Background: an optimization exercise with open tools, aiming at small area and a short achievable clock period. Do not read the settings as production practice.
Only simulation tests tie the RTL to the original design; equivalence was not proved.
No driver is modelled on the clock port, so clocking that relies on it looks cheaper here than on a real chip.
Power is estimated from default activity; no workload was simulated.

==> flow/design.v (outline; a module is shown in full before it is edited, if it fits) <==
// module neuron_mac: 728 lines
// module nm_fa: 4 lines
// module nm_x2: 3 lines
// module nm_ha: 4 lines
// module nm_add1: 3 lines
// module nm_add8c: 45 lines
module neuron_mac #(
    parameter int BITS       = 32,
    parameter int NUM_INPUTS = 3,
    parameter int W_BITS     = 16,
    parameter int B_BITS     = 32
) (
    input  logic                     clk,
    input  logic                     rst,
    input  logic                     start,
    input  logic                     in_valid,
    output logic                     in_ready,
    input  logic signed [BITS-1:0]   x_in,
    input  logic                     w_we,
    input  logic [7:0]               w_addr,
    input  logic signed [W_BITS-1:0] w_data,
    input  logic                     bias_we,
    input  logic signed [B_BITS-1:0] bias_data,
    output logic [BITS+24:0]         mult_sum_out,
    output logic [31:0]              counter,
    output logic                     out_valid
);
  // ...
==> flow/flow/run.sh <==
#!/bin/bash
# Own flow: the standard layout (standard.sh, with the standard synthesis unchanged), with
#  - every port still buffered by buffer_ports, with a plain buffer cell instead of the delay
#    buffer it picks by default;
#  - after CTS, flow/skew.tcl (POST_CTS_TCL hook) clocks the multiplier's launch registers from
#    buffers on the clock root, so their clock arrives earlier (skew for internal paths only).
# make's full output goes to make_finish.log; each ORFS step logs to orfs/logs/.
set -euo pipefail
MARGIN=7
TNS=10
BUFCELL=sky130_fd_sc_hd__buf_1
bash standard.sh SETUP_SLACK_MARGIN=$MARGIN TNS_END_PERCENT=$TNS \
  "BUFFER_PORTS_ARGS=-buffer_cell $BUFCELL" "POST_CTS_TCL=$PWD/flow/skew.tcl" \
  finish > make_finish.log 2>&1
==> flow/flow/skew.tcl <==
# POST_CTS hook: clock the registers that launch the multiplier stage (x_q and the Booth digit
# registers neg_q/one_q/two_q) from new clock buffers driven by the clock root buffer instead
# of the leaf buffers. Their clock then arrives earlier than the other registers' clocks.
# They launch only into the multiplier tree (internal register-to-register paths), so this
# skew helps those paths; the input paths into them lose the same amount.
set block [ord::get_db_block]
set db [ord::get_db]
set root [$block findInst clkbuf_0_clk]
if { $root == "NULL" } { error "skew.tcl: no clock root buffer clkbuf_0_clk" }
set rnet [[$root findITerm X] getNet]
set master [$db findMaster sky130_fd_sc_hd__clkbuf_16]
set sinks {}
foreach inst [$block getInsts] {
  if { [regexp {^(x_q|neg_q|one_q|two_q)\\?\[} [$inst getName]] || [regexp {^act_q} [$inst getName]] } {
    lappend sinks $inst
  }
}
puts "skew.tcl: [llength $sinks] early-clocked registers"
# split the sinks into four groups by quadrant (median x, then median y), one buffer each
proc median { vals } {
  set s [lsort -integer $vals]
  return [lindex $s [expr {[llength $s] / 2}]]
}
set xs {}
foreach s $sinks { lappend xs [lindex [$s getLocation] 0] }
set mx [median $xs]
set halves [list {} {}]
foreach s $sinks {
  set h [expr {[lindex [$s getLocation] 0] < $mx ? 0 : 1}]
  lset halves $h [concat [lindex $halves $h] [list $s]]
}
set groups {}
foreach half $halves {
  if { [llength $half] == 0 } { continue }
  set ys {}
  foreach s $half { lappend ys [lindex [$s getLocation] 1] }
  set my [median $ys]
  set lo {}; set hi {}
  foreach s $half {
    if { [lindex [$s getLocation] 1] < $my } { lappend lo $s } else { lappend hi $s }
  }
  lappend groups $lo $hi
}
set k 0
foreach grp $groups {
  if { [llength $grp] == 0 } { continue }
  set sx 0; set sy 0
  foreach s $grp { set loc [$s getLocation]; incr sx [lindex $loc 0]; incr sy [lindex $loc 1] }
  set cx [expr {$sx / [llength $grp]}]; set cy [expr {$sy / [llength $grp]}]
  set buf [odb::dbInst_create $block $master "clkbuf_early_$k"]
  set net [odb::dbNet_create $block "clk_early_$k"]
  $net setSigType CLOCK
  [$buf findITerm A] connect $rnet
  [$buf findITerm X] connect $net
  $buf setLocation $cx $cy
  $buf setPlacementStatus PLACED
  foreach s $grp {
    set it [$s findITerm CLK]
    $it disconnect
    $it connect $net
  }
  incr k
}
set_placement_padding -global -left $::env(CELL_PAD_IN_SITES_DETAIL_PLACEMENT) -right $::env(CELL_PAD_IN_SITES_DETAIL_PLACEMENT)
detailed_placement
check_placement -verbose
estimate_parasitics -placement
report_clock_skew
report_worst_slack -max
==> flow/standard.sh <==
#!/bin/bash
# synth_recipe.tcl (not shown) runs the flow's synth.tcl, then flattens the netlist and writes it again
# the make line also repeats each setting of config.mk as NAME=value (left out here)
make -C /OpenROAD-flow-scripts/flow DESIGN_CONFIG=/design/flow/config.mk WORK_HOME=/design/flow/orfs CLKGATE_MAP_FILE= SYNTH_SCRIPT=/design/flow/synth_recipe.tcl "${@:-finish}"
==> flow/config.mk <==
export PLATFORM = sky130hd
export DESIGN_NAME = neuron_mac
export DESIGN_NICKNAME = neuron_mac
export VERILOG_FILES = /design/flow/design.v
export SDC_FILE = /design/flow/constraint.sdc
export NUM_CORES = 4
export LEC_CHECK = 0
export CAP_MARGIN = 20
export CORE_MARGIN = 2
export CORE_UTILIZATION = 45
export SLEW_MARGIN = 20
export SYNTH_HIERARCHICAL = 1
==> flow/constraint.sdc <==
create_clock -name core_clock -period 11.0 [get_ports {clk}]
set_input_delay 2.2000 -clock core_clock [delete_from_list [all_inputs] [get_ports {clk}]]
set_output_delay 2.2000 -clock core_clock [all_outputs]
set_load 0.01 [all_outputs]
==> reports/qor.csv, run 1 <==
metric,value,unit
Max Freq,217,MHz
"Slew Viols, Final",0,
RSZ-0062 raised after global routing,true,
proportion of cell area occupied by multi-input gates,62.0,%
final setup violation count,0,
"leading cell type in the layout, fill and taps excluded",xnor2_1,
sequential-cell power consumption,0.00141,W
cell area after layout,23900,sq um
met1 global-route usage,31.5,%
multi-input logic area,14800,sq um
max-cap violation count,0,
register cell area after layout,5930,sq um
Comb group,0.00179,W
sequential cell count of the final layout,256,
worst path buffer plus inverter count,3,
slack of the critical path,6.39,ns
fraction of final layout cells sized beyond drive strength 1,17.7,%
HPWL after detailed placement,38600,microns
instance area after placement,22200,sq um
end of the worst register-to-register path,sum_q[21],
average instance area after synthesis,10.9,sq um
DP Cell Count,2574,
drt total wl,58600,microns
highest-count cells in the layout ignoring fill and taps,"256 x xnor2_1, 246 x a22oi_1, 226 x fa_1, 144 x dfrtp_1",
r2r startpoint,one_q[0],
Comb pwr share,41.3,%
status,finished clean,
worst IR drop on VDD,0.000122,V
Clk pwr share,26.1,%
area delta synth->final,10.7,%
part of the power in registers,32.6,%
net switching fraction of the power,38.5,%
static leakage power,10.8,nW
==> module neuron_mac, before the edit <==
module neuron_mac #(
    parameter int BITS       = 32,
    parameter int NUM_INPUTS = 3,
    parameter int W_BITS     = 16,
    parameter int B_BITS     = 32
) (
    input  logic                     clk,
    input  logic                     rst,
    input  logic                     start,
    input  logic                     in_valid,
    output logic                     in_ready,
    input  logic signed [BITS-1:0]   x_in,
    input  logic                     w_we,
    input  logic [7:0]               w_addr,
    input  logic signed [W_BITS-1:0] w_data,
    input  logic                     bias_we,
    input  logic signed [B_BITS-1:0] bias_data,
    output logic [BITS+24:0]         mult_sum_out,
    output logic [31:0]              counter,
    output logic                     out_valid
);
    localparam int W = 49;
    localparam logic [1:0] IDLE = 2'd0, ACC = 2'd1, BIAS = 2'd2, DONE = 2'd3;
    logic [1:0]    state_q, state_d;
    logic [1:0]    cnt_q;
    logic [15:0]   w0_q, w1_q, w2_q;
    logic [31:0]   bias_q, bias_d;
    logic [W-1:0]  sum_q, init;
    logic [W-1:0]  acc_s;           
    logic [5:0]   acc_cb, cb_d, sum_cb;  
    logic [5:0]   ao_d, sum_ao;  
    logic [6:1]   cin;
    logic [W-1:0]  res;
    logic [W-1:0]  acc_d, tr_a, tr_b;
    logic [31:0]   x_q;
    logic [7:0]    neg_q, one_q, two_q;
    logic          act_q;
    logic [15:0]   wcur;
    logic [16:0]   wx;
    logic [7:0]    neg_d, one_d, two_d;
    logic          idle, go, take;
    logic [32:0]   pp0, pp1, pp2, pp3, pp4, pp5, pp6, pp7;
    assign idle      = state_q == IDLE;
    assign go        = idle & start;
    assign take      = (state_q == ACC) & in_valid;
    assign in_ready  = state_q == ACC;
    assign out_valid = state_q == DONE;
    assign counter   = {30'd0, cnt_q};
    always_comb begin
        state_d = state_q;
        case (state_q)
            IDLE:    if (start) state_d = ACC;
            ACC:     if (in_valid && cnt_q == 2'd2) state_d = BIAS;
            BIAS:    state_d = DONE;
            default: state_d = IDLE;
        endcase
    end
    always_ff @(posedge clk or posedge rst) begin
        if (rst) begin
            state_q <= IDLE;
            cnt_q   <= 2'd0;
        end else begin
            state_q <= state_d;
            if (go)        cnt_q <= 2'd0;
            else if (take) cnt_q <= cnt_q + 2'd1;
        end
    end
    assign bias_d = (idle && bias_we) ? bias_data : bias_q;
    always_ff @(posedge clk or posedge rst) begin
        if (rst) begin
            bias_q <= '0;
            w0_q   <= '0;
            w1_q   <= '0;
            w2_q   <= '0;
        end else begin
            bias_q <= bias_d;
            if (idle && w_we && w_addr == 8'd0) w0_q <= w_data;
            if (idle && w_we && w_addr == 8'd1) w1_q <= w_data;
            if (idle && w_we && w_addr == 8'd2) w2_q <= w_data;
        end
    end
    assign wcur = cnt_q == 2'd0 ? w0_q : cnt_q == 2'd1 ? w1_q : w2_q;
    assign wx   = {wcur, 1'b0};
    always_comb begin
        for (int i = 0; i < 8; i++) begin
            neg_d[i] = take & wx[2*i+2] & ~(wx[2*i+1] & wx[2*i]);
            one_d[i] = take & (wx[2*i+1] ^ wx[2*i]);
            two_d[i] = take & ((wx[2*i+2] & ~wx[2*i+1] & ~wx[2*i]) | (~wx[2*i+2] & wx[2*i+1] & wx[2*i]));
        end
    end
    always_ff @(posedge clk) begin
        x_q   <= x_in;
        neg_q <= neg_d;
        one_q <= one_d;
        two_q <= two_d;
        act_q <= take;
    end
    assign pp0 = {~(((one_q[0] | two_q[0]) & x_q[31]) ^ neg_q[0]) & act_q,
                   (({32{one_q[0]}} & x_q) | ({32{two_q[0]}} & {x_q[30:0], 1'b0})) ^ {32{neg_q[0]}}};
    assign pp1 = {~(((one_q[1] | two_q[1]) & x_q[31]) ^ neg_q[1]) & act_q,
                   (({32{one_q[1]}} & x_q) | ({32{two_q[1]}} & {x_q[30:0], 1'b0})) ^ {32{neg_q[1]}}};
    assign pp2 = {~(((one_q[2] | two_q[2]) & x_q[31]) ^ neg_q[2]) & act_q,
                   (({32{one_q[2]}} & x_q) | ({32{two_q[2]}} & {x_q[30:0], 1'b0})) ^ {32{neg_q[2]}}};
    assign pp3 = {~(((one_q[3] | two_q[3]) & x_q[31]) ^ neg_q[3]) & act_q,
                   (({32{one_q[3]}} & x_q) | ({32{two_q[3]}} & {x_q[30:0], 1'b0})) ^ {32{neg_q[3]}}};
    assign pp4 = {~(((one_q[4] | two_q[4]) & x_q[31]) ^ neg_q[4]) & act_q,
                   (({32{one_q[4]}} & x_q) | ({32{two_q[4]}} & {x_q[30:0], 1'b0})) ^ {32{neg_q[4]}}};
    assign pp5 = {~(((one_q[5] | two_q[5]) & x_q[31]) ^ neg_q[5]) & act_q,
                   (({32{one_q[5]}} & x_q) | ({32{two_q[5]}} & {x_q[30:0], 1'b0})) ^ {32{neg_q[5]}}};
    assign pp6 = {~(((one_q[6] | two_q[6]) & x_q[31]) ^ neg_q[6]) & act_q,
                   (({32{one_q[6]}} & x_q) | ({32{two_q[6]}} & {x_q[30:0], 1'b0})) ^ {32{neg_q[6]}}};
    assign pp7 = {~(((one_q[7] | two_q[7]) & x_q[31]) ^ neg_q[7]) & act_q,
                   (({32{one_q[7]}} & x_q) | ({32{two_q[7]}} & {x_q[30:0], 1'b0})) ^ {32{neg_q[7]}}};
    wire hs0, hc0;
    nm_ha u_ha0 (.a(acc_s[14]), .b(neg_q[7]), .s(hs0), .co(hc0));
    wire hs1, hc1;
    nm_ha u_ha1 (.a(acc_s[15]), .b(pp0[15]), .s(hs1), .co(hc1));
    wire fs0, fc0;
    nm_fa u_fa0 (.a(acc_cb[1]), .b(acc_s[16]), .c(pp0[16]), .s(fs0), .co(fc0));
    wire hs2, hc2;
    nm_ha u_ha2 (.a(acc_s[17]), .b(pp0[17]), .s(hs2), .co(hc2));
    wire hs3, hc3;
    nm_ha u_ha3 (.a(acc_s[18]), .b(pp0[18]), .s(hs3), .co(hc3));
    wire hs4, hc4;
    nm_ha u_ha4 (.a(acc_s[19]), .b(pp0[19]), .s(hs4), .co(hc4));
    wire hs5, hc5;
    nm_ha u_ha5 (.a(acc_s[20]), .b(pp0[20]), .s(hs5), .co(hc5));
    wire hs6, hc6;
    nm_ha u_ha6 (.a(acc_s[21]), .b(pp0[21]), .s(hs6), .co(hc6));
    wire hs7, hc7;
    nm_ha u_ha7 (.a(acc_s[22]), .b(pp0[22]), .s(hs7), .co(hc7));
    wire hs8, hc8;
    nm_ha u_ha8 (.a(acc_s[23]), .b(pp0[23]), .s(hs8), .co(hc8));
    wire fs1, fc1;
    nm_fa u_fa1 (.a(acc_cb[2]), .b(acc_s[24]), .c(pp0[24]), .s(fs1), .co(fc1));
    wire hs9, hc9;
    nm_ha u_ha9 (.a(acc_s[25]), .b(pp0[25]), .s(hs9), .co(hc9));
    wire hs10, hc10;
    nm_ha u_ha10 (.a(acc_s[26]), .b(pp0[26]), .s(hs10), .co(hc10));
    wire hs11, hc11;
    nm_ha u_ha11 (.a(acc_s[27]), .b(pp0[27]), .s(hs11), .co(hc11));
    wire hs12, hc12;
    nm_ha u_ha12 (.a(acc_s[28]), .b(pp0[28]), .s(hs12), .co(hc12));
    wire hs13, hc13;
    nm_ha u_ha13 (.a(acc_s[29]), .b(pp0[29]), .s(hs13), .co(hc13));
    wire hs14, hc14;
    nm_ha u_ha14 (.a(acc_s[30]), .b(pp0[30]), .s(hs14), .co(hc14));
    wire hs15, hc15;
    nm_ha u_ha15 (.a(acc_s[31]), .b(pp0[31]), .s(hs15), .co(hc15));
    wire fs2, fc2;
    nm_fa u_fa2 (.a(acc_cb[3]), .b(acc_s[32]), .c(pp0[32]), .s(fs2), .co(fc2));
    wire fs3, fc3;
    nm_fa u_fa3 (.a(acc_cb[0]), .b(acc_s[8]), .c(neg_q[4]), .s(fs3), .co(fc3));
    wire hs16, hc16;
    nm_ha u_ha16 (.a(acc_s[9]), .b(pp0[9]), .s(hs16), .co(hc16));
    wire fs4, fc4;
    nm_fa u_fa4 (.a(acc_s[10]), .b(neg_q[5]), .c(pp0[10]), .s(fs4), .co(fc4));
    wire hs17, hc17;
    nm_ha u_ha17 (.a(pp1[8]), .b(pp2[6]), .s(hs17), .co(hc17));
    wire fs5, fc5;
    nm_fa u_fa5 (.a(acc_s[11]), .b(pp0[11]), .c(pp1[9]), .s(fs5), .co(fc5));
    wire hs18, hc18;
    nm_ha u_ha18 (.a(pp2[7]), .b(pp3[5]), .s(hs18), .co(hc18));
    wire fs6, fc6;
    nm_fa u_fa6 (.a(acc_s[12]), .b(neg_q[6]), .c(pp0[12]), .s(fs6), .co(fc6));
    wire fs7, fc7;
    nm_fa u_fa7 (.a(pp1[10]), .b(pp2[8]), .c(pp3[6]), .s(fs7), .co(fc7));
    wire hs19, hc19;
    nm_ha u_ha19 (.a(pp4[4]), .b(pp5[2]), .s(hs19), .co(hc19));
    wire fs8, fc8;
    nm_fa u_fa8 (.a(acc_s[13]), .b(pp0[13]), .c(pp1[11]), .s(fs8), .co(fc8));
    wire fs9, fc9;
    nm_fa u_fa9 (.a(pp2[9]), .b(pp3[7]), .c(pp4[5]), .s(fs9), .co(fc9));
    wire hs20, hc20;
    nm_ha u_ha20 (.a(pp5[3]), .b(pp6[1]), .s(hs20), .co(hc20));
    wire fs10, fc10;
    nm_fa u_fa10 (.a(hs0), .b(pp0[14]), .c(pp1[12]), .s(fs10), .co(fc10));
    wire fs11, fc11;
    nm_fa u_fa11 (.a(pp2[10]), .b(pp3[8]), .c(pp4[6]), .s(fs11), .co(fc11));
    wire fs12, fc12;
    nm_fa u_fa12 (.a(pp5[4]), .b(pp6[2]), .c(pp7[0]), .s(fs12), .co(fc12));
    wire fs13, fc13;
    nm_fa u_fa13 (.a(hc0), .b(pp1[13]), .c(pp2[11]), .s(fs13), .co(fc13));
    wire fs14, fc14;
    nm_fa u_fa14 (.a(pp3[9]), .b(pp4[7]), .c(pp5[5]), .s(fs14), .co(fc14));
    wire fs15, fc15;
    nm_fa u_fa15 (.a(pp6[3]), .b(pp7[1]), .c(hs1), .s(fs15), .co(fc15));
    wire fs16, fc16;
    nm_fa u_fa16 (.a(pp1[14]), .b(pp2[12]), .c(pp3[10]), .s(fs16), .co(fc16));
    wire fs17, fc17;
    nm_fa u_fa17 (.a(pp4[8]), .b(pp5[6]), .c(pp6[4]), .s(fs17), .co(fc17));
    wire fs18, fc18;
    nm_fa u_fa18 (.a(pp7[2]), .b(hc1), .c(fs0), .s(fs18), .co(fc18));
    wire fs19, fc19;
    nm_fa u_fa19 (.a(pp1[15]), .b(pp2[13]), .c(pp3[11]), .s(fs19), .co(fc19));
    wire fs20, fc20;
    nm_fa u_fa20 (.a(pp4[9]), .b(pp5[7]), .c(pp6[5]), .s(fs20), .co(fc20));
    wire fs21, fc21;
    nm_fa u_fa21 (.a(pp7[3]), .b(hs2), .c(fc0), .s(fs21), .co(fc21));
    wire fs22, fc22;
    nm_fa u_fa22 (.a(pp1[16]), .b(pp2[14]), .c(pp3[12]), .s(fs22), .co(fc22));
    wire fs23, fc23;
    nm_fa u_fa23 (.a(pp4[10]), .b(pp5[8]), .c(pp6[6]), .s(fs23), .co(fc23));
    wire fs24, fc24;
    nm_fa u_fa24 (.a(pp7[4]), .b(hc2), .c(hs3), .s(fs24), .co(fc24));
    wire fs25, fc25;
    nm_fa u_fa25 (.a(pp1[17]), .b(pp2[15]), .c(pp3[13]), .s(fs25), .co(fc25));
    wire fs26, fc26;
    nm_fa u_fa26 (.a(pp4[11]), .b(pp5[9]), .c(pp6[7]), .s(fs26), .co(fc26));
    wire fs27, fc27;
    nm_fa u_fa27 (.a(pp7[5]), .b(hc3), .c(hs4), .s(fs27), .co(fc27));
    wire fs28, fc28;
    nm_fa u_fa28 (.a(pp1[18]), .b(pp2[16]), .c(pp3[14]), .s(fs28), .co(fc28));
    wire fs29, fc29;
    nm_fa u_fa29 (.a(pp4[12]), .b(pp5[10]), .c(pp6[8]), .s(fs29), .co(fc29));
    wire fs30, fc30;
    nm_fa u_fa30 (.a(pp7[6]), .b(hc4), .c(hs5), .s(fs30), .co(fc30));
    wire fs31, fc31;
    nm_fa u_fa31 (.a(pp1[19]), .b(pp2[17]), .c(pp3[15]), .s(fs31), .co(fc31));
    wire fs32, fc32;
    nm_fa u_fa32 (.a(pp4[13]), .b(pp5[11]), .c(pp6[9]), .s(fs32), .co(fc32));
    wire fs33, fc33;
    nm_fa u_fa33 (.a(pp7[7]), .b(hc5), .c(hs6), .s(fs33), .co(fc33));
    wire fs34, fc34;
    nm_fa u_fa34 (.a(pp1[20]), .b(pp2[18]), .c(pp3[16]), .s(fs34), .co(fc34));
    wire fs35, fc35;
    nm_fa u_fa35 (.a(pp4[14]), .b(pp5[12]), .c(pp6[10]), .s(fs35), .co(fc35));
    wire fs36, fc36;
    nm_fa u_fa36 (.a(pp7[8]), .b(hc6), .c(hs7), .s(fs36), .co(fc36));
    wire fs37, fc37;
    nm_fa u_fa37 (.a(pp1[21]), .b(pp2[19]), .c(pp3[17]), .s(fs37), .co(fc37));
    wire fs38, fc38;
    nm_fa u_fa38 (.a(pp4[15]), .b(pp5[13]), .c(pp6[11]), .s(fs38), .co(fc38));
    wire fs39, fc39;
    nm_fa u_fa39 (.a(pp7[9]), .b(hc7), .c(hs8), .s(fs39), .co(fc39));
    wire fs40, fc40;
    nm_fa u_fa40 (.a(pp1[22]), .b(pp2[20]), .c(pp3[18]), .s(fs40), .co(fc40));
    wire fs41, fc41;
    nm_fa u_fa41 (.a(pp4[16]), .b(pp5[14]), .c(pp6[12]), .s(fs41), .co(fc41));
    wire fs42, fc42;
    nm_fa u_fa42 (.a(pp7[10]), .b(hc8), .c(fs1), .s(fs42), .co(fc42));
    wire fs43, fc43;
    nm_fa u_fa43 (.a(pp1[23]), .b(pp2[21]), .c(pp3[19]), .s(fs43), .co(fc43));
    wire fs44, fc44;
    nm_fa u_fa44 (.a(pp4[17]), .b(pp5[15]), .c(pp6[13]), .s(fs44), .co(fc44));
    wire fs45, fc45;
    nm_fa u_fa45 (.a(pp7[11]), .b(hs9), .c(fc1), .s(fs45), .co(fc45));
    wire fs46, fc46;
    nm_fa u_fa46 (.a(pp1[24]), .b(pp2[22]), .c(pp3[20]), .s(fs46), .co(fc46));
    wire fs47, fc47;
    nm_fa u_fa47 (.a(pp4[18]), .b(pp5[16]), .c(pp6[14]), .s(fs47), .co(fc47));
    wire fs48, fc48;
    nm_fa u_fa48 (.a(pp7[12]), .b(hc9), .c(hs10), .s(fs48), .co(fc48));
    wire fs49, fc49;
    nm_fa u_fa49 (.a(pp1[25]), .b(pp2[23]), .c(pp3[21]), .s(fs49), .co(fc49));
    wire fs50, fc50;
    nm_fa u_fa50 (.a(pp4[19]), .b(pp5[17]), .c(pp6[15]), .s(fs50), .co(fc50));
    wire fs51, fc51;
    nm_fa u_fa51 (.a(pp7[13]), .b(hc10), .c(hs11), .s(fs51), .co(fc51));
    wire fs52, fc52;
    nm_fa u_fa52 (.a(pp1[26]), .b(pp2[24]), .c(pp3[22]), .s(fs52), .co(fc52));
    wire fs53, fc53;
    nm_fa u_fa53 (.a(pp4[20]), .b(pp5[18]), .c(pp6[16]), .s(fs53), .co(fc53));
    wire fs54, fc54;
    nm_fa u_fa54 (.a(pp7[14]), .b(hc11), .c(hs12), .s(fs54), .co(fc54));
    wire fs55, fc55;
    nm_fa u_fa55 (.a(pp1[27]), .b(pp2[25]), .c(pp3[23]), .s(fs55), .co(fc55));
    wire fs56, fc56;
    nm_fa u_fa56 (.a(pp4[21]), .b(pp5[19]), .c(pp6[17]), .s(fs56), .co(fc56));
    wire fs57, fc57;
    nm_fa u_fa57 (.a(pp7[15]), .b(hc12), .c(hs13), .s(fs57), .co(fc57));
    wire fs58, fc58;
    nm_fa u_fa58 (.a(pp1[28]), .b(pp2[26]), .c(pp3[24]), .s(fs58), .co(fc58));
    wire fs59, fc59;
    nm_fa u_fa59 (.a(pp4[22]), .b(pp5[20]), .c(pp6[18]), .s(fs59), .co(fc59));
    wire fs60, fc60;
    nm_fa u_fa60 (.a(pp7[16]), .b(hc13), .c(hs14), .s(fs60), .co(fc60));
    wire fs61, fc61;
    nm_fa u_fa61 (.a(pp1[29]), .b(pp2[27]), .c(pp3[25]), .s(fs61), .co(fc61));
    wire fs62, fc62;
    nm_fa u_fa62 (.a(pp4[23]), .b(pp5[21]), .c(pp6[19]), .s(fs62), .co(fc62));
    wire fs63, fc63;
    nm_fa u_fa63 (.a(pp7[17]), .b(hc14), .c(hs15), .s(fs63), .co(fc63));
    wire fs64, fc64;
    nm_fa u_fa64 (.a(pp1[30]), .b(pp2[28]), .c(pp3[26]), .s(fs64), .co(fc64));
    wire fs65, fc65;
    nm_fa u_fa65 (.a(pp4[24]), .b(pp5[22]), .c(pp6[20]), .s(fs65), .co(fc65));
    wire fs66, fc66;
    nm_fa u_fa66 (.a(pp7[18]), .b(hc15), .c(fs2), .s(fs66), .co(fc66));
    wire fs67, fc67;
    nm_fa u_fa67 (.a(acc_s[33]), .b(pp1[31]), .c(pp2[29]), .s(fs67), .co(fc67));
    wire fs68, fc68;
    nm_fa u_fa68 (.a(pp3[27]), .b(pp4[25]), .c(pp5[23]), .s(fs68), .co(fc68));
    wire fs69, fc69;
    nm_fa u_fa69 (.a(pp6[21]), .b(pp7[19]), .c(fc2), .s(fs69), .co(fc69));
    wire fs70, fc70;
    nm_fa u_fa70 (.a(acc_s[34]), .b(pp1[32]), .c(pp2[30]), .s(fs70), .co(fc70));
    wire fs71, fc71;
    nm_fa u_fa71 (.a(pp3[28]), .b(pp4[26]), .c(pp5[24]), .s(fs71), .co(fc71));
    wire hs21, hc21;
    nm_ha u_ha21 (.a(pp6[22]), .b(pp7[20]), .s(hs21), .co(hc21));
    wire fs72, fc72;
    nm_fa u_fa72 (.a(acc_s[35]), .b(pp2[31]), .c(pp3[29]), .s(fs72), .co(fc72));
    wire fs73, fc73;
    nm_fa u_fa73 (.a(pp4[27]), .b(pp5[25]), .c(pp6[23]), .s(fs73), .co(fc73));
    wire fs74, fc74;
    nm_fa u_fa74 (.a(acc_s[36]), .b(pp2[32]), .c(pp3[30]), .s(fs74), .co(fc74));
    wire hs22, hc22;
    nm_ha u_ha22 (.a(pp4[28]), .b(pp5[26]), .s(hs22), .co(hc22));
    wire fs75, fc75;
    nm_fa u_fa75 (.a(acc_s[37]), .b(pp3[31]), .c(pp4[29]), .s(fs75), .co(fc75));
    wire hs23, hc23;
    nm_ha u_ha23 (.a(acc_s[38]), .b(pp3[32]), .s(hs23), .co(hc23));
    wire hs24, hc24;
    nm_ha u_ha24 (.a(acc_s[4]), .b(neg_q[2]), .s(hs24), .co(hc24));
    wire hs25, hc25;
    nm_ha u_ha25 (.a(acc_s[5]), .b(pp0[5]), .s(hs25), .co(hc25));
    wire fs76, fc76;
    nm_fa u_fa76 (.a(acc_s[6]), .b(neg_q[3]), .c(pp0[6]), .s(fs76), .co(fc76));
    wire hs26, hc26;
    nm_ha u_ha26 (.a(pp1[4]), .b(pp2[2]), .s(hs26), .co(hc26));
    wire fs77, fc77;
    nm_fa u_fa77 (.a(acc_s[7]), .b(pp0[7]), .c(pp1[5]), .s(fs77), .co(fc77));
    wire hs27, hc27;
    nm_ha u_ha27 (.a(pp2[3]), .b(pp3[1]), .s(hs27), .co(hc27));
    wire fs78, fc78;
    nm_fa u_fa78 (.a(fs3), .b(pp0[8]), .c(pp1[6]), .s(fs78), .co(fc78));
    wire fs79, fc79;
    nm_fa u_fa79 (.a(pp2[4]), .b(pp3[2]), .c(pp4[0]), .s(fs79), .co(fc79));
    wire fs80, fc80;
    nm_fa u_fa80 (.a(fc3), .b(pp1[7]), .c(pp2[5]), .s(fs80), .co(fc80));
    wire fs81, fc81;
    nm_fa u_fa81 (.a(pp3[3]), .b(pp4[1]), .c(hs16), .s(fs81), .co(fc81));
    wire fs82, fc82;
    nm_fa u_fa82 (.a(pp3[4]), .b(pp4[2]), .c(pp5[0]), .s(fs82), .co(fc82));
    wire fs83, fc83;
    nm_fa u_fa83 (.a(hc16), .b(hs17), .c(fs4), .s(fs83), .co(fc83));
    wire fs84, fc84;
    nm_fa u_fa84 (.a(pp4[3]), .b(pp5[1]), .c(hc17), .s(fs84), .co(fc84));
    wire fs85, fc85;
    nm_fa u_fa85 (.a(hs18), .b(fc4), .c(fs5), .s(fs85), .co(fc85));
    wire fs86, fc86;
    nm_fa u_fa86 (.a(pp6[0]), .b(hc18), .c(hs19), .s(fs86), .co(fc86));
    wire fs87, fc87;
    nm_fa u_fa87 (.a(fc5), .b(fs6), .c(fs7), .s(fs87), .co(fc87));
    wire fs88, fc88;
    nm_fa u_fa88 (.a(hc19), .b(hs20), .c(fc6), .s(fs88), .co(fc88));
    wire fs89, fc89;
    nm_fa u_fa89 (.a(fc7), .b(fs8), .c(fs9), .s(fs89), .co(fc89));
    wire fs90, fc90;
    nm_fa u_fa90 (.a(hc20), .b(fc8), .c(fc9), .s(fs90), .co(fc90));
    wire fs91, fc91;
    nm_fa u_fa91 (.a(fs10), .b(fs11), .c(fs12), .s(fs91), .co(fc91));
    wire fs92, fc92;
    nm_fa u_fa92 (.a(fc10), .b(fc11), .c(fc12), .s(fs92), .co(fc92));
    wire fs93, fc93;
    nm_fa u_fa93 (.a(fs13), .b(fs14), .c(fs15), .s(fs93), .co(fc93));
    wire fs94, fc94;
    nm_fa u_fa94 (.a(fc13), .b(fc14), .c(fs16), .s(fs94), .co(fc94));
    wire fs95, fc95;
    nm_fa u_fa95 (.a(fs17), .b(fc15), .c(fs18), .s(fs95), .co(fc95));
    wire fs96, fc96;
    nm_fa u_fa96 (.a(fc16), .b(fc17), .c(fs19), .s(fs96), .co(fc96));
    wire fs97, fc97;
    nm_fa u_fa97 (.a(fs20), .b(fc18), .c(fs21), .s(fs97), .co(fc97));
    wire fs98, fc98;
    nm_fa u_fa98 (.a(fc19), .b(fc20), .c(fs22), .s(fs98), .co(fc98));
    wire fs99, fc99;
    nm_fa u_fa99 (.a(fs23), .b(fs24), .c(fc21), .s(fs99), .co(fc99));
    wire fs100, fc100;
    nm_fa u_fa100 (.a(fc22), .b(fc23), .c(fs25), .s(fs100), .co(fc100));
    wire fs101, fc101;
    nm_fa u_fa101 (.a(fs26), .b(fc24), .c(fs27), .s(fs101), .co(fc101));
    wire fs102, fc102;
    nm_fa u_fa102 (.a(fc25), .b(fc26), .c(fs28), .s(fs102), .co(fc102));
    wire fs103, fc103;
    nm_fa u_fa103 (.a(fs29), .b(fc27), .c(fs30), .s(fs103), .co(fc103));
    wire fs104, fc104;
    nm_fa u_fa104 (.a(fc28), .b(fc29), .c(fs31), .s(fs104), .co(fc104));
    wire fs105, fc105;
    nm_fa u_fa105 (.a(fs32), .b(fc30), .c(fs33), .s(fs105), .co(fc105));
    wire fs106, fc106;
    nm_fa u_fa106 (.a(fc31), .b(fc32), .c(fs34), .s(fs106), .co(fc106));
    wire fs107, fc107;
    nm_fa u_fa107 (.a(fs35), .b(fc33), .c(fs36), .s(fs107), .co(fc107));
    wire fs108, fc108;
    nm_fa u_fa108 (.a(fc34), .b(fc35), .c(fs37), .s(fs108), .co(fc108));
    wire fs109, fc109;
    nm_fa u_fa109 (.a(fs38), .b(fc36), .c(fs39), .s(fs109), .co(fc109));
    wire fs110, fc110;
    nm_fa u_fa110 (.a(fc37), .b(fc38), .c(fs40), .s(fs110), .co(fc110));
    wire fs111, fc111;
    nm_fa u_fa111 (.a(fs41), .b(fc39), .c(fs42), .s(fs111), .co(fc111));
    wire fs112, fc112;
    nm_fa u_fa112 (.a(fc40), .b(fc41), .c(fs43), .s(fs112), .co(fc112));
    wire fs113, fc113;
    nm_fa u_fa113 (.a(fs44), .b(fc42), .c(fs45), .s(fs113), .co(fc113));
    wire fs114, fc114;
    nm_fa u_fa114 (.a(fc43), .b(fc44), .c(fs46), .s(fs114), .co(fc114));
    wire fs115, fc115;
    nm_fa u_fa115 (.a(fs47), .b(fs48), .c(fc45), .s(fs115), .co(fc115));
    wire fs116, fc116;
    nm_fa u_fa116 (.a(fc46), .b(fc47), .c(fs49), .s(fs116), .co(fc116));
    wire fs117, fc117;
    nm_fa u_fa117 (.a(fs50), .b(fc48), .c(fs51), .s(fs117), .co(fc117));
    wire fs118, fc118;
    nm_fa u_fa118 (.a(fc49), .b(fc50), .c(fs52), .s(fs118), .co(fc118));
    wire fs119, fc119;
    nm_fa u_fa119 (.a(fs53), .b(fc51), .c(fs54), .s(fs119), .co(fc119));
    wire fs120, fc120;
    nm_fa u_fa120 (.a(fc52), .b(fc53), .c(fs55), .s(fs120), .co(fc120));
    wire fs121, fc121;
    nm_fa u_fa121 (.a(fs56), .b(fc54), .c(fs57), .s(fs121), .co(fc121));
    wire fs122, fc122;
    nm_fa u_fa122 (.a(fc55), .b(fc56), .c(fs58), .s(fs122), .co(fc122));
    wire fs123, fc123;
    nm_fa u_fa123 (.a(fs59), .b(fc57), .c(fs60), .s(fs123), .co(fc123));
    wire fs124, fc124;
    nm_fa u_fa124 (.a(fc58), .b(fc59), .c(fs61), .s(fs124), .co(fc124));
    wire fs125, fc125;
    nm_fa u_fa125 (.a(fs62), .b(fc60), .c(fs63), .s(fs125), .co(fc125));
    wire fs126, fc126;
    nm_fa u_fa126 (.a(fc61), .b(fc62), .c(fs64), .s(fs126), .co(fc126));
    wire fs127, fc127;
    nm_fa u_fa127 (.a(fs65), .b(fc63), .c(fs66), .s(fs127), .co(fc127));
    wire fs128, fc128;
    nm_fa u_fa128 (.a(fc64), .b(fc65), .c(fs67), .s(fs128), .co(fc128));
    wire fs129, fc129;
    nm_fa u_fa129 (.a(fs68), .b(fc66), .c(fs69), .s(fs129), .co(fc129));
    wire fs130, fc130;
    nm_fa u_fa130 (.a(hs21), .b(fc67), .c(fc68), .s(fs130), .co(fc130));
    wire fs131, fc131;
    nm_fa u_fa131 (.a(fs70), .b(fs71), .c(fc69), .s(fs131), .co(fc131));
    wire fs132, fc132;
    nm_fa u_fa132 (.a(pp7[21]), .b(hc21), .c(fc70), .s(fs132), .co(fc132));
    wire fs133, fc133;
    nm_fa u_fa133 (.a(fc71), .b(fs72), .c(fs73), .s(fs133), .co(fc133));
    wire fs134, fc134;
    nm_fa u_fa134 (.a(pp6[24]), .b(pp7[22]), .c(hs22), .s(fs134), .co(fc134));
    wire fs135, fc135;
    nm_fa u_fa135 (.a(fc72), .b(fc73), .c(fs74), .s(fs135), .co(fc135));
    wire fs136, fc136;
    nm_fa u_fa136 (.a(pp5[27]), .b(pp6[25]), .c(pp7[23]), .s(fs136), .co(fc136));
    wire fs137, fc137;
    nm_fa u_fa137 (.a(hc22), .b(fc74), .c(fs75), .s(fs137), .co(fc137));
    wire fs138, fc138;
    nm_fa u_fa138 (.a(pp4[30]), .b(pp5[28]), .c(pp6[26]), .s(fs138), .co(fc138));
    wire fs139, fc139;
    nm_fa u_fa139 (.a(pp7[24]), .b(hs23), .c(fc75), .s(fs139), .co(fc139));
    wire fs140, fc140;
    nm_fa u_fa140 (.a(acc_s[39]), .b(pp4[31]), .c(pp5[29]), .s(fs140), .co(fc140));
    wire fs141, fc141;
    nm_fa u_fa141 (.a(pp6[27]), .b(pp7[25]), .c(hc23), .s(fs141), .co(fc141));
    wire fs142, fc142;
    nm_fa u_fa142 (.a(acc_cb[4]), .b(acc_s[40]), .c(pp4[32]), .s(fs142), .co(fc142));
    wire fs143, fc143;
    nm_fa u_fa143 (.a(pp5[30]), .b(pp6[28]), .c(pp7[26]), .s(fs143), .co(fc143));
    wire fs144, fc144;
    nm_fa u_fa144 (.a(acc_s[41]), .b(pp5[31]), .c(pp6[29]), .s(fs144), .co(fc144));
    wire hs28, hc28;
    nm_ha u_ha28 (.a(acc_s[42]), .b(pp5[32]), .s(hs28), .co(hc28));
    wire hs29, hc29;
    nm_ha u_ha29 (.a(acc_s[2]), .b(neg_q[1]), .s(hs29), .co(hc29));
    wire hs30, hc30;
    nm_ha u_ha30 (.a(acc_s[3]), .b(pp0[3]), .s(hs30), .co(hc30));
    wire fs145, fc145;
    nm_fa u_fa145 (.a(hs24), .b(pp0[4]), .c(pp1[2]), .s(fs145), .co(fc145));
    wire fs146, fc146;
    nm_fa u_fa146 (.a(hc24), .b(pp1[3]), .c(pp2[1]), .s(fs146), .co(fc146));
    wire fs147, fc147;
    nm_fa u_fa147 (.a(pp3[0]), .b(hc25), .c(hs26), .s(fs147), .co(fc147));
    wire fs148, fc148;
    nm_fa u_fa148 (.a(hc26), .b(hs27), .c(fc76), .s(fs148), .co(fc148));
    wire fs149, fc149;
    nm_fa u_fa149 (.a(hc27), .b(fc77), .c(fs78), .s(fs149), .co(fc149));
    wire fs150, fc150;
    nm_fa u_fa150 (.a(fc78), .b(fc79), .c(fs80), .s(fs150), .co(fc150));
    wire fs151, fc151;
    nm_fa u_fa151 (.a(fc80), .b(fs82), .c(fc81), .s(fs151), .co(fc151));
    wire fs152, fc152;
    nm_fa u_fa152 (.a(fc82), .b(fs84), .c(fc83), .s(fs152), .co(fc152));
    wire fs153, fc153;
    nm_fa u_fa153 (.a(fc84), .b(fs86), .c(fc85), .s(fs153), .co(fc153));
    wire fs154, fc154;
    nm_fa u_fa154 (.a(fc86), .b(fc87), .c(fs88), .s(fs154), .co(fc154));
    wire fs155, fc155;
    nm_fa u_fa155 (.a(fc88), .b(fc89), .c(fs90), .s(fs155), .co(fc155));
    wire fs156, fc156;
    nm_fa u_fa156 (.a(fc90), .b(fc91), .c(fs92), .s(fs156), .co(fc156));
    wire fs157, fc157;
    nm_fa u_fa157 (.a(fc92), .b(fs94), .c(fc93), .s(fs157), .co(fc157));
    wire fs158, fc158;
    nm_fa u_fa158 (.a(fc94), .b(fs96), .c(fc95), .s(fs158), .co(fc158));
    wire fs159, fc159;
    nm_fa u_fa159 (.a(fc96), .b(fs98), .c(fs99), .s(fs159), .co(fc159));
    wire fs160, fc160;
    nm_fa u_fa160 (.a(fc98), .b(fs100), .c(fc99), .s(fs160), .co(fc160));
    wire fs161, fc161;
    nm_fa u_fa161 (.a(fc100), .b(fs102), .c(fc101), .s(fs161), .co(fc161));
    wire fs162, fc162;
    nm_fa u_fa162 (.a(fc102), .b(fs104), .c(fc103), .s(fs162), .co(fc162));
    wire fs163, fc163;
    nm_fa u_fa163 (.a(fc104), .b(fs106), .c(fc105), .s(fs163), .co(fc163));
    wire fs164, fc164;
    nm_fa u_fa164 (.a(fc106), .b(fs108), .c(fc107), .s(fs164), .co(fc164));
    wire fs165, fc165;
    nm_fa u_fa165 (.a(fc108), .b(fs110), .c(fc109), .s(fs165), .co(fc165));
    wire fs166, fc166;
    nm_fa u_fa166 (.a(fc110), .b(fs112), .c(fc111), .s(fs166), .co(fc166));
    wire fs167, fc167;
    nm_fa u_fa167 (.a(fc112), .b(fs114), .c(fs115), .s(fs167), .co(fc167));
    wire fs168, fc168;
    nm_fa u_fa168 (.a(fc114), .b(fs116), .c(fc115), .s(fs168), .co(fc168));
    wire fs169, fc169;
    nm_fa u_fa169 (.a(fc116), .b(fs118), .c(fc117), .s(fs169), .co(fc169));
    wire fs170, fc170;
    nm_fa u_fa170 (.a(fc118), .b(fs120), .c(fc119), .s(fs170), .co(fc170));
    wire fs171, fc171;
    nm_fa u_fa171 (.a(fc120), .b(fs122), .c(fc121), .s(fs171), .co(fc171));
    wire fs172, fc172;
    nm_fa u_fa172 (.a(fc122), .b(fs124), .c(fc123), .s(fs172), .co(fc172));
    wire fs173, fc173;
    nm_fa u_fa173 (.a(fc124), .b(fs126), .c(fc125), .s(fs173), .co(fc173));
    wire fs174, fc174;
    nm_fa u_fa174 (.a(fc126), .b(fs128), .c(fc127), .s(fs174), .co(fc174));
    wire fs175, fc175;
    nm_fa u_fa175 (.a(fc128), .b(fs130), .c(fs131), .s(fs175), .co(fc175));
    wire fs176, fc176;
    nm_fa u_fa176 (.a(fc130), .b(fs132), .c(fs133), .s(fs176), .co(fc176));
    wire fs177, fc177;
    nm_fa u_fa177 (.a(fs134), .b(fc132), .c(fc133), .s(fs177), .co(fc177));
    wire fs178, fc178;
    nm_fa u_fa178 (.a(fs136), .b(fc134), .c(fc135), .s(fs178), .co(fc178));
    wire fs179, fc179;
    nm_fa u_fa179 (.a(fc136), .b(fs138), .c(fc137), .s(fs179), .co(fc179));
    wire fs180, fc180;
    nm_fa u_fa180 (.a(fc138), .b(fs140), .c(fs141), .s(fs180), .co(fc180));
    wire fs181, fc181;
    nm_fa u_fa181 (.a(fc140), .b(fs142), .c(fs143), .s(fs181), .co(fc181));
    wire fs182, fc182;
    nm_fa u_fa182 (.a(pp7[27]), .b(fc142), .c(fc143), .s(fs182), .co(fc182));
    wire fs183, fc183;
    nm_fa u_fa183 (.a(pp6[30]), .b(pp7[28]), .c(hs28), .s(fs183), .co(fc183));
    wire fs184, fc184;
    nm_fa u_fa184 (.a(acc_s[43]), .b(pp6[31]), .c(pp7[29]), .s(fs184), .co(fc184));
    wire hs31, hc31;
    nm_ha u_ha31 (.a(acc_s[44]), .b(pp6[32]), .s(hs31), .co(hc31));
    wire hs32, hc32;
    nm_ha u_ha32 (.a(acc_s[0]), .b(neg_q[0]), .s(hs32), .co(hc32));
    wire hs33, hc33;
    nm_ha u_ha33 (.a(acc_s[1]), .b(pp0[1]), .s(hs33), .co(hc33));
    wire fs185, fc185;
    nm_fa u_fa185 (.a(hs29), .b(pp0[2]), .c(pp1[0]), .s(fs185), .co(fc185));
    wire fs186, fc186;
    nm_fa u_fa186 (.a(hc29), .b(pp1[1]), .c(hs30), .s(fs186), .co(fc186));
    wire fs187, fc187;
    nm_fa u_fa187 (.a(pp2[0]), .b(hc30), .c(fs145), .s(fs187), .co(fc187));
    wire fs188, fc188;
    nm_fa u_fa188 (.a(hs25), .b(fc145), .c(fs146), .s(fs188), .co(fc188));
    wire fs189, fc189;
    nm_fa u_fa189 (.a(fc146), .b(fs76), .c(fs147), .s(fs189), .co(fc189));
    wire fs190, fc190;
    nm_fa u_fa190 (.a(fs77), .b(fc147), .c(fs148), .s(fs190), .co(fc190));
    wire fs191, fc191;
    nm_fa u_fa191 (.a(fs79), .b(fc148), .c(fs149), .s(fs191), .co(fc191));
    wire fs192, fc192;
    nm_fa u_fa192 (.a(fs81), .b(fc149), .c(fs150), .s(fs192), .co(fc192));
    wire fs193, fc193;
    nm_fa u_fa193 (.a(fc150), .b(fs83), .c(fs151), .s(fs193), .co(fc193));
    wire fs194, fc194;
    nm_fa u_fa194 (.a(fs85), .b(fc151), .c(fs152), .s(fs194), .co(fc194));
    wire fs195, fc195;
    nm_fa u_fa195 (.a(fs87), .b(fc152), .c(fs153), .s(fs195), .co(fc195));
    wire fs196, fc196;
    nm_fa u_fa196 (.a(fs89), .b(fc153), .c(fs154), .s(fs196), .co(fc196));
    wire fs197, fc197;
    nm_fa u_fa197 (.a(fs91), .b(fc154), .c(fs155), .s(fs197), .co(fc197));
    wire fs198, fc198;
    nm_fa u_fa198 (.a(fs93), .b(fc155), .c(fs156), .s(fs198), .co(fc198));
    wire fs199, fc199;
    nm_fa u_fa199 (.a(fc156), .b(fs95), .c(fs157), .s(fs199), .co(fc199));
    wire fs200, fc200;
    nm_fa u_fa200 (.a(fs97), .b(fc157), .c(fs158), .s(fs200), .co(fc200));
    wire fs201, fc201;
    nm_fa u_fa201 (.a(fc97), .b(fs159), .c(fc158), .s(fs201), .co(fc201));
    wire fs202, fc202;
    nm_fa u_fa202 (.a(fs101), .b(fc159), .c(fs160), .s(fs202), .co(fc202));
    wire fs203, fc203;
    nm_fa u_fa203 (.a(fs103), .b(fc160), .c(fs161), .s(fs203), .co(fc203));
    wire fs204, fc204;
    nm_fa u_fa204 (.a(fs105), .b(fc161), .c(fs162), .s(fs204), .co(fc204));
    wire fs205, fc205;
    nm_fa u_fa205 (.a(fs107), .b(fc162), .c(fs163), .s(fs205), .co(fc205));
    wire fs206, fc206;
    nm_fa u_fa206 (.a(fs109), .b(fc163), .c(fs164), .s(fs206), .co(fc206));
    wire fs207, fc207;
    nm_fa u_fa207 (.a(fs111), .b(fc164), .c(fs165), .s(fs207), .co(fc207));
    wire fs208, fc208;
    nm_fa u_fa208 (.a(fs113), .b(fc165), .c(fs166), .s(fs208), .co(fc208));
    wire fs209, fc209;
    nm_fa u_fa209 (.a(fc113), .b(fs167), .c(fc166), .s(fs209), .co(fc209));
    wire fs210, fc210;
    nm_fa u_fa210 (.a(fs117), .b(fc167), .c(fs168), .s(fs210), .co(fc210));
    wire fs211, fc211;
    nm_fa u_fa211 (.a(fs119), .b(fc168), .c(fs169), .s(fs211), .co(fc211));
    wire fs212, fc212;
    nm_fa u_fa212 (.a(fs121), .b(fc169), .c(fs170), .s(fs212), .co(fc212));
    wire fs213, fc213;
    nm_fa u_fa213 (.a(fs123), .b(fc170), .c(fs171), .s(fs213), .co(fc213));
    wire fs214, fc214;
    nm_fa u_fa214 (.a(fs125), .b(fc171), .c(fs172), .s(fs214), .co(fc214));
    wire fs215, fc215;
    nm_fa u_fa215 (.a(fs127), .b(fc172), .c(fs173), .s(fs215), .co(fc215));
    wire fs216, fc216;
    nm_fa u_fa216 (.a(fs129), .b(fc173), .c(fs174), .s(fs216), .co(fc216));
    wire fs217, fc217;
    nm_fa u_fa217 (.a(fc129), .b(fs175), .c(fc174), .s(fs217), .co(fc217));
    wire fs218, fc218;
    nm_fa u_fa218 (.a(fc131), .b(fs176), .c(fc175), .s(fs218), .co(fc218));
    wire fs219, fc219;
    nm_fa u_fa219 (.a(fs135), .b(fs177), .c(fc176), .s(fs219), .co(fc219));
    wire fs220, fc220;
    nm_fa u_fa220 (.a(fs137), .b(fc177), .c(fs178), .s(fs220), .co(fc220));
    wire fs221, fc221;
    nm_fa u_fa221 (.a(fs139), .b(fc178), .c(fs179), .s(fs221), .co(fc221));
    wire fs222, fc222;
    nm_fa u_fa222 (.a(fc139), .b(fs180), .c(fc179), .s(fs222), .co(fc222));
    wire fs223, fc223;
    nm_fa u_fa223 (.a(fc141), .b(fs181), .c(fc180), .s(fs223), .co(fc223));
    wire fs224, fc224;
    nm_fa u_fa224 (.a(fs144), .b(fc181), .c(fs182), .s(fs224), .co(fc224));
    wire fs225, fc225;
    nm_fa u_fa225 (.a(fc144), .b(fs183), .c(fc182), .s(fs225), .co(fc225));
    wire fs226, fc226;
    nm_fa u_fa226 (.a(hc28), .b(fs184), .c(fc183), .s(fs226), .co(fc226));
    wire fs227, fc227;
    nm_fa u_fa227 (.a(pp7[30]), .b(hs31), .c(fc184), .s(fs227), .co(fc227));
    wire fs228, fc228;
    nm_fa u_fa228 (.a(acc_s[45]), .b(pp7[31]), .c(hc31), .s(fs228), .co(fc228));
    wire hs34, hc34;
    nm_ha u_ha34 (.a(acc_s[46]), .b(pp7[32]), .s(hs34), .co(hc34));
    assign tr_a = {acc_cb[5], acc_s[47], hs34, fs228, fs227, fs226, fs225, fs224, fs223, fc221, fc220, fc219, fs219, fs218, fc216, fc215, fc214, fc213, fc212, fc211, fc210, fs210, fc208, fc207, fc206, fc205, fc204, fc203, fc202, fs202, fc200, fc199, fc198, fc197, fc196, fc195, fc194, fc193, fc192, fc191, fc190, fc189, fc188, fc187, fc186, fc185, hc33, hc32, hs32};
    assign tr_b = {acc_s[48], hc34, fc228, fc227, fc226, fc225, fc224, fc223, fc222, fs222, fs221, fs220, fc218, fc217, fs217, fs216, fs215, fs214, fs213, fs212, fs211, fc209, fs209, fs208, fs207, fs206, fs205, fs204, fs203, fc201, fs201, fs200, fs199, fs198, fs197, fs196, fs195, fs194, fs193, fs192, fs191, fs190, fs189, fs188, fs187, fs186, fs185, hs33, pp0[0]};
    assign init = {1'b1, 1'b0, 1'b0, 1'b0, 1'b0, 1'b0, 1'b0, 1'b0, 1'b0, 1'b0, 1'b0, 1'b0, 1'b0, 1'b0, 1'b0, 1'b0, ~bias_d[31], bias_d};
    always_ff @(posedge clk) begin
        if (go) begin
            acc_s  <= init;
            acc_cb <= '0;
        end else begin
            acc_s  <= acc_d;
            acc_cb <= cb_d;
        end
    end
    nm_add8c u_add0 (.a(tr_a[7:0]), .b(tr_b[7:0]), .s(acc_d[7:0]), .co(cb_d[0]), .ao(ao_d[0]));
    nm_add8c u_add1 (.a(tr_a[15:8]), .b(tr_b[15:8]), .s(acc_d[15:8]), .co(cb_d[1]), .ao(ao_d[1]));
    nm_add8c u_add2 (.a(tr_a[23:16]), .b(tr_b[23:16]), .s(acc_d[23:16]), .co(cb_d[2]), .ao(ao_d[2]));
    nm_add8c u_add3 (.a(tr_a[31:24]), .b(tr_b[31:24]), .s(acc_d[31:24]), .co(cb_d[3]), .ao(ao_d[3]));
    nm_add8c u_add4 (.a(tr_a[39:32]), .b(tr_b[39:32]), .s(acc_d[39:32]), .co(cb_d[4]), .ao(ao_d[4]));
    nm_add8c u_add5 (.a(tr_a[47:40]), .b(tr_b[47:40]), .s(acc_d[47:40]), .co(cb_d[5]), .ao(ao_d[5]));
    nm_add1 u_add6 (.a(tr_a[48:48]), .b(tr_b[48:48]), .s(acc_d[48:48]));
    always_ff @(posedge clk or posedge rst) begin
        if (rst) begin
            sum_q  <= '0;
            sum_cb <= '0;
            sum_ao <= '0;
        end else if (state_q == BIAS) begin
            sum_q  <= acc_d;
            sum_cb <= cb_d;
            sum_ao <= ao_d;
        end
    end
    assign cin[1] = (sum_cb[0]);
    assign cin[2] = (sum_cb[0] & sum_ao[1]) | (sum_cb[1]);
    assign cin[3] = (sum_cb[0] & sum_ao[1] & sum_ao[2]) | (sum_cb[1] & sum_ao[2]) | (sum_cb[2]);
    assign cin[4] = (sum_cb[0] & sum_ao[1] & sum_ao[2] & sum_ao[3]) | (sum_cb[1] & sum_ao[2] & sum_ao[3]) | (sum_cb[2] & sum_ao[3]) | (sum_cb[3]);
    assign cin[5] = (sum_cb[0] & sum_ao[1] & sum_ao[2] & sum_ao[3] & sum_ao[4]) | (sum_cb[1] & sum_ao[2] & sum_ao[3] & sum_ao[4]) | (sum_cb[2] & sum_ao[3] & sum_ao[4]) | (sum_cb[3] & sum_ao[4]) | (sum_cb[4]);
    assign cin[6] = (sum_cb[0] & sum_ao[1] & sum_ao[2] & sum_ao[3] & sum_ao[4] & sum_ao[5]) | (sum_cb[1] & sum_ao[2] & sum_ao[3] & sum_ao[4] & sum_ao[5]) | (sum_cb[2] & sum_ao[3] & sum_ao[4] & sum_ao[5]) | (sum_cb[3] & sum_ao[4] & sum_ao[5]) | (sum_cb[4] & sum_ao[5]) | (sum_cb[5]);
    assign res[0] = sum_q[0];
    assign res[1] = sum_q[1];
    assign res[2] = sum_q[2];
    assign res[3] = sum_q[3];
    assign res[4] = sum_q[4];
    assign res[5] = sum_q[5];
    assign res[6] = sum_q[6];
    assign res[7] = sum_q[7];
    nm_x2 u_r8 (.a(sum_q[8]), .b(cin[1]), .y(res[8]));
    nm_x2 u_r9 (.a(sum_q[9]), .b(cin[1] & (&sum_q[8:8])), .y(res[9]));
    nm_x2 u_r10 (.a(sum_q[10]), .b(cin[1] & (&sum_q[9:8])), .y(res[10]));
    nm_x2 u_r11 (.a(sum_q[11]), .b(cin[1] & (&sum_q[10:8])), .y(res[11]));
    nm_x2 u_r12 (.a(sum_q[12]), .b(cin[1] & (&sum_q[11:8])), .y(res[12]));
    nm_x2 u_r13 (.a(sum_q[13]), .b(cin[1] & (&sum_q[12:8])), .y(res[13]));
    nm_x2 u_r14 (.a(sum_q[14]), .b(cin[1] & (&sum_q[13:8])), .y(res[14]));
    nm_x2 u_r15 (.a(sum_q[15]), .b(cin[1] & (&sum_q[14:8])), .y(res[15]));
    nm_x2 u_r16 (.a(sum_q[16]), .b(cin[2]), .y(res[16]));
    nm_x2 u_r17 (.a(sum_q[17]), .b(cin[2] & (&sum_q[16:16])), .y(res[17]));
    nm_x2 u_r18 (.a(sum_q[18]), .b(cin[2] & (&sum_q[17:16])), .y(res[18]));
    nm_x2 u_r19 (.a(sum_q[19]), .b(cin[2] & (&sum_q[18:16])), .y(res[19]));
    nm_x2 u_r20 (.a(sum_q[20]), .b(cin[2] & (&sum_q[19:16])), .y(res[20]));
    nm_x2 u_r21 (.a(sum_q[21]), .b(cin[2] & (&sum_q[20:16])), .y(res[21]));
    nm_x2 u_r22 (.a(sum_q[22]), .b(cin[2] & (&sum_q[21:16])), .y(res[22]));
    nm_x2 u_r23 (.a(sum_q[23]), .b(cin[2] & (&sum_q[22:16])), .y(res[23]));
    nm_x2 u_r24 (.a(sum_q[24]), .b(cin[3]), .y(res[24]));
    nm_x2 u_r25 (.a(sum_q[25]), .b(cin[3] & (&sum_q[24:24])), .y(res[25]));
    nm_x2 u_r26 (.a(sum_q[26]), .b(cin[3] & (&sum_q[25:24])), .y(res[26]));
    nm_x2 u_r27 (.a(sum_q[27]), .b(cin[3] & (&sum_q[26:24])), .y(res[27]));
    nm_x2 u_r28 (.a(sum_q[28]), .b(cin[3] & (&sum_q[27:24])), .y(res[28]));
    nm_x2 u_r29 (.a(sum_q[29]), .b(cin[3] & (&sum_q[28:24])), .y(res[29]));
    nm_x2 u_r30 (.a(sum_q[30]), .b(cin[3] & (&sum_q[29:24])), .y(res[30]));
    nm_x2 u_r31 (.a(sum_q[31]), .b(cin[3] & (&sum_q[30:24])), .y(res[31]));
    nm_x2 u_r32 (.a(sum_q[32]), .b(cin[4]), .y(res[32]));
    nm_x2 u_r33 (.a(sum_q[33]), .b(cin[4] & (&sum_q[32:32])), .y(res[33]));
    nm_x2 u_r34 (.a(sum_q[34]), .b(cin[4] & (&sum_q[33:32])), .y(res[34]));
    nm_x2 u_r35 (.a(sum_q[35]), .b(cin[4] & (&sum_q[34:32])), .y(res[35]));
    nm_x2 u_r36 (.a(sum_q[36]), .b(cin[4] & (&sum_q[35:32])), .y(res[36]));
    nm_x2 u_r37 (.a(sum_q[37]), .b(cin[4] & (&sum_q[36:32])), .y(res[37]));
    nm_x2 u_r38 (.a(sum_q[38]), .b(cin[4] & (&sum_q[37:32])), .y(res[38]));
    nm_x2 u_r39 (.a(sum_q[39]), .b(cin[4] & (&sum_q[38:32])), .y(res[39]));
    nm_x2 u_r40 (.a(sum_q[40]), .b(cin[5]), .y(res[40]));
    nm_x2 u_r41 (.a(sum_q[41]), .b(cin[5] & (&sum_q[40:40])), .y(res[41]));
    nm_x2 u_r42 (.a(sum_q[42]), .b(cin[5] & (&sum_q[41:40])), .y(res[42]));
    nm_x2 u_r43 (.a(sum_q[43]), .b(cin[5] & (&sum_q[42:40])), .y(res[43]));
    nm_x2 u_r44 (.a(sum_q[44]), .b(cin[5] & (&sum_q[43:40])), .y(res[44]));
    nm_x2 u_r45 (.a(sum_q[45]), .b(cin[5] & (&sum_q[44:40])), .y(res[45]));
    nm_x2 u_r46 (.a(sum_q[46]), .b(cin[5] & (&sum_q[45:40])), .y(res[46]));
    nm_x2 u_r47 (.a(sum_q[47]), .b(cin[5] & (&sum_q[46:40])), .y(res[47]));
    nm_x2 u_r48 (.a(sum_q[48]), .b(cin[6]), .y(res[48]));
    assign mult_sum_out = {{(57-W){res[W-1]}}, res};
endmodule
==> run 2: changes to the inputs <==
--- a/flow/design.v
+++ b/flow/design.v
@@ -37,2 +37,3 @@
     logic          act_q;
+    logic          first_q;          
     logic [15:0]   wcur;
@@ -96,2 +97,3 @@
         act_q <= take;
+        first_q <= go;
     end
@@ -643,5 +645,5 @@
     assign tr_b = {acc_s[48], hc34, fc228, fc227, fc226, fc225, fc224, fc223, fc222, fs222, fs221, fs220, fc218, fc217, fs217, fs216, fs215, fs214, fs213, fs212, fs211, fc209, fs209, fs208, fs207, fs206, fs205, fs204, fs203, fc201, fs201, fs200, fs199, fs198, fs197, fs196, fs195, fs194, fs193, fs192, fs191, fs190, fs189, fs188, fs187, fs186, fs185, hs33, pp0[0]};
-    assign init = {1'b1, 1'b0, 1'b0, 1'b0, 1'b0, 1'b0, 1'b0, 1'b0, 1'b0, 1'b0, 1'b0, 1'b0, 1'b0, 1'b0, 1'b0, 1'b0, ~bias_d[31], bias_d};
+    assign init = {1'b1, 1'b0, 1'b0, 1'b0, 1'b0, 1'b0, 1'b0, 1'b0, 1'b0, 1'b0, 1'b0, 1'b0, 1'b0, 1'b0, 1'b0, 1'b0, ~bias_q[31], bias_q};
     always_ff @(posedge clk) begin
-        if (go) begin
+        if (first_q) begin
             acc_s  <= init;
==> run 2 against run 1 <==
Worst hold slack got worse by 0.0088 ns. Sequential power is 4% higher. Clock skew down 0.0017 ns. Sequential cell count up 1. Clock power about the same. Synthesized cell count shrank 3.2%. Highest routed layer unchanged.
==> reports/qor.csv, run 2 <==
metric,value,unit,change
status,finished clean,,unchanged
vertical extent of the die,223,microns,about the same
Clock Sinks,257,,was 256
total negative setup slack,0,ns,unchanged
CP endpoint kind,primary output,,unchanged
kind of path behind the tightest hold check,flop to flop,,unchanged
Power per Cell Area,181,nW/um^2,about the same
detail-routed net length per standard cell,22.0,microns,was 22.1 microns
end of the worst register-to-register path,sum_q[31],,was sum_q[21]
average instance area after synthesis,11.3,sq um,was 10.9 sq um
All-Layer GR Usage,23.3,%,was 24.2%
startpoint type of the worst setup path,flop,,unchanged
Max-Slew Margin vs Limit,35.5,%,was 33.9%
"sum of internal, switching and leakage power",0.00431,W,was 0.00433 W
drt total wl,56900,microns,was 58600 microns
final-report hold violation count,0,,unchanged
die area,49800,sq um,was 49700 sq um
HPWL after detailed placement,38000,microns,was 38600 microns
max-cap violation count,0,,unchanged
"worst slack, placed",5.69,ns,was 6.02 ns
part of the power in registers,34.0,%,was 32.6%
crit share post-route,42.3,%,was 41.9%
number of DRC markers after the initial detailed-route iteration,976,,was 1156
fraction of final layout cells sized beyond drive strength 1,19.0,%,was 17.7%
transition time of the tightest slew-check pin,0.968,ns,was 0.990 ns
vias in the first global route,15900,,was 16500
instance count along the most critical hold path,1,,unchanged
static leakage power,10.5,nW,was 10.8 nW
highest-count cells in the layout ignoring fill and taps,"257 x xnor2_1, 246 x a22oi_1, 227 x fa_1, 172 x mux2_2, 144 x dfrtp_1",,"was 256 x xnor2_1, 246 x a22oi_1, 226 x fa_1, 144 x dfrtp_1"
later-pin clock latency in the skew report,0.65,ns,was 0.66 ns
Vias,14800,,was 15200
number of antenna violations at the first check in global routing,0,,unchanged
floorplan row count,80,,unchanged
overall overflow remaining after global route,0,,unchanged
Worst-path clk slew,0.06,ns,about the same
source of the worst hold timing path,bias_q[31],,was bias_q[25]
start-to-end type of the worst setup path,flop to primary output,,unchanged
post-synth design cell area,21600,sq um,about the same
area delta synth->final,10.3,%,was 10.7%
RSZ-0062 raised after global routing,true,,unchanged
post-layout minimum cycle time,4.65,ns,was 4.61 ns
final setup violation count,0,,unchanged
worst-path maximum fanout,3,,was 5
Die Width,223,microns,about the same
instance count of the mapped netlist,1919,,was 1983
Max Freq,215,MHz,was 217 MHz
r2r startpoint,x_q[28],,was one_q[0]
"leading cell type in the layout, fill and taps excluded",xnor2_1,,unchanged
number of search-and-repair iterations in the first detailed-routing pass,6,,was 7
number of top-level design ports,185,,unchanged
effective utilization at floorplan,45.4,%,about the same
final-layout worst hold slack,0.482,ns,was 0.491 ns
crit path DAT,2.45,ns,was 2.41 ns
TritonCTS clock tree,yes,,unchanged
net switching fraction of the power,36.9,%,was 38.5%
"Slew Viols, Final",0,,unchanged
slack of the critical path,6.35,ns,was 6.39 ns
required time at the worst-slack endpoint,8.80,ns,about the same
total internal power,0.00272,W,was 0.00266 W
worst-case hold path end point,acc_s[32],,was bias_q[25]
wire length of the first global-routing pass,90700,microns,was 93900 microns
worst IR drop on VDD,0.000171,V,was 0.000122 V
DRC violations left,0,,unchanged
core region area,47500,sq um,unchanged
Regs by FF count,"acc_s x49, sum_q x49",,unchanged
maximum number of pins on one net before global-route repair,63,,was 64
logic depth of the worst register-to-register path,13,,was 16
port bufs,154,,unchanged
core occupancy in the finished layout,50.1,%,was 50.2%
count of nets after finishing,2372,,was 2438
switching power,0.00159,W,was 0.00167 W
Comb pwr share,40.0,%,was 41.3%
number of warnings printed during yosys synthesis,7,,unchanged
number of nets still failing antenna checks after routing,0,,unchanged
routability-driven placement congestion ratio,0.825,,was 0.823
worst setup skew after layout,0.314,ns,was 0.315 ns
register-to-register setup slack,6.54,ns,was 6.60 ns
Clk pwr share,26.0,%,was 26.1%
number of vias per cell,5.73,,was 5.72
## run 2: worst max path at each step
stage,start,to,slack [ns],cells after the start
3_3_place_gp,sum_cb[0],mult_sum_out[36],5.79,8
3_5_place_dp,sum_cb[0],mult_sum_out[36],5.69,8
6_report,sum_cb[0],mult_sum_out[36],6.35,9
5_1_grt,sum_ao[1],mult_sum_out[35],6.20,9
2_1_floorplan,one_q[0],sum_q[22],6.56,16
## run 2: critical path, cell delays in order, from the launching register on
cell and delay, ns:
dfrtp_1 0.39, a21o_4 0.23, a21oi_4 0.14, buf_12 0.15, clkinvlp_4 0.12, a32oi_4 0.21, inv_2 0.08, and3_4 0.19
xor2_1 0.15, buf_2 0.15
## run 2: power groups by stage
stage / clock network, W / registers [W] / logic [W]
after global placement: 0 / 0.00147 / 0.00167
after global routing: 0.00119 / 0.00150 / 0.00194
final: 0.00112 / 0.00146 / 0.00172
after floorplan: 0 / 0.00135 / 0.00141
after detailed placement: 0 / 0.00147 / 0.00170
## run 2: layer usage
| metal | vias to the layer above | part of all wire (%) | global-route usage [%] |
|---|---|---|---|
| li1 | 6577 | - | - |
| met1 | 7573 | 43 | 31.0 |
| met2 | 563 | 47 | 37.4 |
| met3 | 126 | 6.6 | 4.65 |
| met4 | 0 | 3.8 | 9.48 |
| met5 | - | 0 | 0 |
## run 2: final cells by class, clock buffers not listed
cell class	count	area (sq um)
timing repair buffer	195	1030
clock inverter	11	173
buffer	4	100
multi-input combinational	1418	14800
inverter	46	183
sequential	257	5920
fill	4228	23700
tap	615	769
antenna	1	2.50
## run 2: per-stage QoR
step,cell area [sq um],cells
after global routing,23800,2589
final,23800,2590
after global placement,22300,2515
after floorplan,21800,1948
after detailed placement,22300,2515

separate check: timing with driven ports:
How much do the figures lean on ideal ports? The routed layouts below were timed once more, with nothing changed but the port constraints. Step 1 (the two cells are an assumption about what drives the block):
set clk [get_ports {clk}]
set_driving_cell -lib_cell sky130_fd_sc_hd__clkbuf_16 $clk
set_driving_cell -lib_cell sky130_fd_sc_hd__buf_2 [delete_from_list [all_inputs] $clk]
Step 2, shift: input delay + t, output delay - t, t = (earliest + latest rising clock arrival at the registers) / 2. This alone moves slack from input paths to output paths. Slacks: ideal ports / drivers / drivers and shift; pairs: ideal ports / drivers.
run	t, ns	slack for setup (ns)	clock arrival spread, ns
run 1	0.560	6.391 / 6.334 / 6.575	0.315 / 0.315
run 2	0.550	6.348 / 6.291 / 6.545	0.314 / 0.314
Clock arrivals are far apart in run 1 and run 2, so t is only a midpoint there and step 2 fits no single register.
